This design comes from an exercise in tuning for small area on the open sky130 flow, not from production work.
At most, simulation tests tie the RTL to the original design; equivalence was not proved.
Power is estimated from default activity; no workload was simulated. The flow treats the clock pin as an ideal source, which a real chip does not have.

==> flow/design.v <==
`timescale 1ns/10ps
`default_nettype none
module axi_mem (
  input  wire        aclk,
  input  wire        arstn,
  input  wire [3:0]  arid,
  input  wire [31:0] araddr,
  input  wire [3:0]  arlen,
  input  wire [2:0]  arsize,
  input  wire        arvalid,
  output wire        arready,
  input  wire [3:0]  awid,
  input  wire [31:0] awaddr,
  input  wire [3:0]  awlen,
  input  wire [2:0]  awsize,
  input  wire        awvalid,
  output wire        awready,
  input  wire [31:0] wdata,
  input  wire [3:0]  wstrb,
  input  wire        wlast,
  input  wire        wvalid,
  output wire        wready,
  output wire [3:0]  rid,
  output wire [31:0] rdata,
  output wire [1:0]  rresp,
  output wire        rlast,
  output wire        rvalid,
  input  wire        rready,
  output wire [3:0]  bid,
  output wire [1:0]  bresp,
  output wire        bvalid,
  input  wire        bready
);
  logic       rd_busy;
  logic [3:0] rd_rem;      
  logic [3:0] rd_id;
  logic [6:0] rd_lo;
  logic [1:0] rd_sz;
  logic       rd_in_hi, rd_wrap_hi;
  logic       rd_err;      
  logic       rd_hold;
  logic [31:0] rd_hold_q;
  wire ar_hs = arvalid && !rd_busy;
  wire r_hs  = rd_busy && rready;
  wire rd_last = rd_rem == 4'd0;
  wire rd_adv  = r_hs && !rd_last;
  wire [7:0] rd_sum   = {1'b0, rd_lo} + (8'd1 << rd_sz);
  wire [6:0] rd_lo_n  = ar_hs ? araddr[6:0] : rd_sum[6:0];
  wire [1:0] rd_sz_n  = ar_hs ? arsize[1:0] : rd_sz;
  wire       rd_ok_sz = arsize <= 3'd2;
  wire       rd_in_n  = ar_hs ? rd_ok_sz && araddr[31:7] == 25'd0 :
                        rd_sum[7] ? rd_wrap_hi : rd_in_hi;
  wire       rd_err_n = !rd_in_n || (rd_sz_n[0] && rd_lo_n == 7'h7f) ||
                        (rd_sz_n[1] && rd_lo_n[6:2] == 5'h1f && rd_lo_n[1:0] != 2'b00);
  always_ff @(posedge aclk or negedge arstn) begin
    if (!arstn) rd_busy <= 1'b0;
    else if (ar_hs) rd_busy <= 1'b1;
    else if (r_hs && rd_last) rd_busy <= 1'b0;
  end
  always_ff @(posedge aclk) begin
    if (ar_hs) begin
      rd_rem     <= arlen;
      rd_id      <= arid;
      rd_sz      <= arsize[1:0];
      rd_wrap_hi <= rd_ok_sz && &araddr[31:7];
    end else if (rd_adv) begin
      rd_rem <= rd_rem - 4'd1;
    end
    if (ar_hs || rd_adv) begin
      rd_lo    <= rd_lo_n;
      rd_in_hi <= rd_in_n;
      rd_err   <= rd_err_n;
    end
  end
  logic       wr_busy;     
  logic       wr_resp;     
  logic [3:0] wr_rem;
  logic [3:0] wr_id;
  logic [6:0] wr_lo;
  logic [1:0] wr_sz;
  logic       wr_in_hi, wr_wrap_hi;
  logic       wr_bad;      
  wire aw_hs = awvalid && !wr_busy && !wr_resp;
  wire w_hs  = wvalid && wr_busy;
  wire b_hs  = wr_resp && bready;
  wire wr_last = wr_rem == 4'd0;
  wire wr_err  = !wr_in_hi || (wr_sz[0] && wr_lo == 7'h7f) ||
                 (wr_sz[1] && wr_lo[6:2] == 5'h1f && wr_lo[1:0] != 2'b00);
  wire [7:0] wr_next = {1'b0, wr_lo} + (8'd1 << wr_sz);
  always_ff @(posedge aclk or negedge arstn) begin
    if (!arstn) begin
      wr_busy <= 1'b0;
      wr_resp <= 1'b0;
    end else begin
      if (aw_hs) wr_busy <= 1'b1;
      else if (w_hs && wr_last) wr_busy <= 1'b0;
      if (w_hs && wr_last) wr_resp <= 1'b1;
      else if (b_hs) wr_resp <= 1'b0;
    end
  end
  always_ff @(posedge aclk) begin
    if (aw_hs) begin
      wr_rem     <= awlen;
      wr_id      <= awid;
      wr_lo      <= awaddr[6:0];
      wr_sz      <= awsize[1:0];
      wr_in_hi   <= awsize <= 3'd2 && awaddr[31:7] == 25'd0;
      wr_wrap_hi <= awsize <= 3'd2 && &awaddr[31:7];
      wr_bad     <= 1'b0;
    end else if (w_hs) begin
      wr_bad <= wr_bad || wr_err || (wlast != wr_last);
      if (!wr_last) begin
        wr_rem <= wr_rem - 4'd1;
        wr_lo  <= wr_next[6:0];
        if (wr_next[7]) wr_in_hi <= wr_wrap_hi;
      end
    end
  end
  logic [3:0] wr_size_mask, wr_lanes;
  always_comb begin
    case (wr_sz)
      2'd0:    wr_size_mask = 4'b0001;
      2'd1:    wr_size_mask = 4'b0011;
      default: wr_size_mask = 4'b1111;
    endcase
  end
  assign wr_lanes = wr_size_mask << wr_lo[1:0];
  wire [3:0] wr_be = {4{w_hs && !wr_err}} & wr_lanes & wstrb;
  logic [31:0] src [33];
  logic [32:0] src_sel;
  logic [31:0] grp_n [11];
  always_ff @(posedge aclk) begin
    rd_hold   <= rd_busy && !rready;
    rd_hold_q <= rdata;
  end
  wire rd_live = !rd_hold && !rd_err;
  assign src[32]     = rd_hold_q;
  assign src_sel[32] = rd_hold;
  for (genvar j = 0; j < 32; j++) begin : g_word
    wire wsel = wr_lo[6:2] == j;
    logic [31:0] word;
    for (genvar i = 0; i < 4; i++) begin : g_lane
      always_ff @(posedge aclk) begin
        if (wsel && wr_be[i]) word[8*i +: 8] <= wdata[8*i +: 8];
      end
    end
    assign src[j]     = word;
    assign src_sel[j] = rd_live && rd_lo[6:2] == j;
  end
  for (genvar g = 0; g < 11; g++) begin : g_grp
    for (genvar b = 0; b < 32; b++) begin : g_bit
      axi_mem_aoi222 u_aoi (
        .s (src_sel[3*g +: 3]),
        .d ({src[3*g+2][b], src[3*g+1][b], src[3*g][b]}),
        .y_n (grp_n[g][b])
      );
    end
  end
  logic [31:0] rd_word;
  always_comb begin
    rd_word = '0;
    for (int g = 0; g < 11; g++) rd_word = rd_word | ~grp_n[g];
  end
  assign arready = !rd_busy;
  assign rvalid  = rd_busy;
  assign rid     = rd_id;
  assign rdata   = rd_word;
  assign rresp   = {rd_err, 1'b0};
  assign rlast   = rd_last;
  assign awready = !wr_busy && !wr_resp;
  assign wready  = wr_busy;
  assign bvalid  = wr_resp;
  assign bid     = wr_id;
  assign bresp   = {wr_bad, 1'b0};
endmodule
module axi_mem_aoi222 (
  input  wire [2:0] s,
  input  wire [2:0] d,
  output wire       y_n
);
  assign y_n = ~|(s & d);
endmodule
`default_nettype wire
==> flow/config.mk <==
export PLATFORM = sky130hd
export DESIGN_NAME = axi_mem
export DESIGN_NICKNAME = axi_mem
export VERILOG_FILES = /design/flow/design.v
export SDC_FILE = /design/flow/constraint.sdc
export NUM_CORES = 4
export LEC_CHECK = 0
export CAP_MARGIN = 20
export CORE_MARGIN = 2
export CORE_UTILIZATION = 60
export PLACE_DENSITY = 0.7
export SLEW_MARGIN = 20
export SYNTH_HIERARCHICAL = 1
==> flow/constraint.sdc <==
create_clock -name core_clock -period 6.0 [get_ports {aclk}]
set_input_delay 1.2000 -clock core_clock [delete_from_list [all_inputs] [get_ports {aclk}]]
set_output_delay 1.2000 -clock core_clock [all_outputs]
set_load 0.01 [all_outputs]
standard.sh (not shown) runs the stock make flow with config.mk's settings and CLKGATE_MAP_FILE= SYNTH_SCRIPT=/design/flow/synth_recipe.tcl, a recipe that flattens the netlist after the stock synthesis.
==> flow/flow/run.sh <==
#!/bin/bash
# Standard ORFS layout with buf_1 port buffers and a clock tree of larger
# sink clusters without dummy loads.
set -euo pipefail
export BUFFER_PORTS_ARGS="-buffer_cell sky130_fd_sc_hd__buf_1"
export CTS_ARGS="-sink_clustering_enable -repair_clock_nets -dont_use_dummy_load -sink_clustering_size 28 -sink_clustering_max_diameter 80"
bash standard.sh > standard.log 2>&1
Edit:
Settings changed: CORE_UTILIZATION 60 to 50, PLACE_DENSITY 0.7 to 0.6.
Wire length came out higher by 4.3%.
Total power goes up by 0.47%.
Design area increases by 0.89%.
Sequential cell count is unchanged.
Register-to-register slack gains 40 ps.
Cell count climbs by 5.7%.
Edit:
==> flow/flow/run.sh (replaced) <==
#!/bin/bash
# Standard ORFS layout with buf_1 port buffers and a clock tree of larger
# sink clusters without dummy loads.
set -euo pipefail
export BUFFER_PORTS_ARGS="-buffer_cell sky130_fd_sc_hd__buf_1"
export CTS_ARGS="-sink_clustering_enable -repair_clock_nets -dont_use_dummy_load -sink_clustering_size 24 -sink_clustering_max_diameter 80"
bash standard.sh > standard.log 2>&1
Settings changed: CORE_UTILIZATION 50 to 60, PLACE_DENSITY 0.6 to 0.7.
What happened:
- The new run completed without violations
- die area falls by about 16%
- routed wire length falls by 4.0%
- sequential power hardly moves
- synthesized area stays the same
- final cell count falls by about 5%
- critical path depth rises by 1

RTL: the design.v shown in full above, as it stands there.
Settings: LEC_CHECK=0, CAP_MARGIN=20, CORE_MARGIN=2, CORE_UTILIZATION=60, GPL_TIMING_DRIVEN=0, PLACE_DENSITY=0.7, SLEW_MARGIN=20, SYNTH_HIERARCHICAL=1; clock period 6.0 ns.
==> flow/flow/run.sh <==
#!/bin/bash
# Standard ORFS layout with buf_1 port buffers and a clock tree of larger
# sink clusters without dummy loads.
set -euo pipefail
export BUFFER_PORTS_ARGS="-buffer_cell sky130_fd_sc_hd__buf_1"
export CTS_ARGS="-sink_clustering_enable -repair_clock_nets -dont_use_dummy_load -sink_clustering_size 28 -sink_clustering_max_diameter 80"
bash standard.sh > standard.log 2>&1
The starting point completed with no timing, DRC or antenna violations.
Rerun with:
- CORE_UTILIZATION: 60 -> 70
- GPL_TIMING_DRIVEN: 0 -> unset
- PLACE_DENSITY: 0.7 -> 0.8
Routed wire length came out higher by 3.4%.
Setup slack degrades by 0.14 ns.
Power drops by 1.6%.
Cell area fell by 2.3%.
Register-to-register slack degrades by 0.40 ns.
Via count grows by about 4%.
Synthesized area is unchanged.
Count of clock-buffer cells in the layout is lower by 2.
Global-route usage grows by 6.1 points.

## before
axi_mem, a different RTL version from the one above (not shown whole).
Size: about 1100 flip-flops.
clock: 6.0 ns
lec_check: 0
cap_margin: 20
core_margin: 2
core_utilization: 75
place_density: 0.85
slew_margin: 20
==> flow/flow/run.sh <==
#!/bin/bash
# Standard ORFS layout with buf_1 port buffers and a clock tree of larger
# sink clusters without dummy loads.
set -euo pipefail
export BUFFER_PORTS_ARGS="-buffer_cell sky130_fd_sc_hd__buf_1"
export CTS_ARGS="-sink_clustering_enable -repair_clock_nets -dont_use_dummy_load -sink_clustering_size 32 -sink_clustering_max_diameter 100"
bash standard.sh > standard.log 2>&1
before: no failed stages, no open violations at the end
### before -> after
Settings: a change of CORE_UTILIZATION from 75 to 60; a change of PLACE_DENSITY from 0.85 to 0.7.
Findings:
Per the final summary, after finished and its layout is clean on timing, DRC and antenna. Taking before as the reference, in after total power now larger, data arrival time at the worst-slack endpoint decreased by 0.17 ns relative to the old numbers, vias per cell fell 8.3%, area used by multi-input combinational logic has remained practically unchanged. Looking at after and before, the required time at the worst-slack endpoint is a wash. Total combinational power essentially unchanged between before and after. Compared after against before; sequential power within noise. Looking at shortest period the worst path allows across both flows, after is the stronger of the two, with before trailing. Global-route usage: lower on after. Compared to before, after leaves more free space in the core.
No run of this note included a check of the RTL's function; only the layout flow was run.

==> static timing again, ports no longer ideal <==
The flow's constraints put no driver on any port. The routed layouts listed below were extracted and timed again, unchanged, in two steps.
Step 1, drivers: a clkbuf_16 drives aclk and a buf_2 each remaining input, both assumed.
Step 2 adds t to the input delays and takes it off the output delays; t is the mean of the earliest and latest rising clock arrival at the registers after step 1. Input paths then give back, and output paths get back, about the clock's delay inside the block.
Three values: ideal ports, drivers, drivers and shift; two values: the first two.
| run | shift t [ns] | setup slack, ns | worst setup path after step 2 | worst slew at a driven data input, ns |
|---|---|---|---|---|
| the first run of note 1 | 0.681 | 0.495 / 0.427 / 1.108 | register to output | 0.04 |
| the second run of note 1 | 0.674 | 0.591 / 0.521 / 1.196 | register to output | 0.05 |
| the third run of note 1 | 0.691 | 0.527 / 0.462 / 1.153 | register to output | 0.04 |
| the first run of note 2 | 0.661 | 0.817 / 0.758 / 1.420 | register to output | 0.05 |
| the second run of note 2 | 0.666 | 0.678 / 0.618 / 1.284 | register to output | 0.04 |
| before | 0.689 | 1.403 / 1.336 / 1.930 | input to register | 0.04 |
| after | 0.686 | 1.574 / 1.506 / 2.192 | register to output | 0.04 |
After both steps every run listed still meets setup and hold.
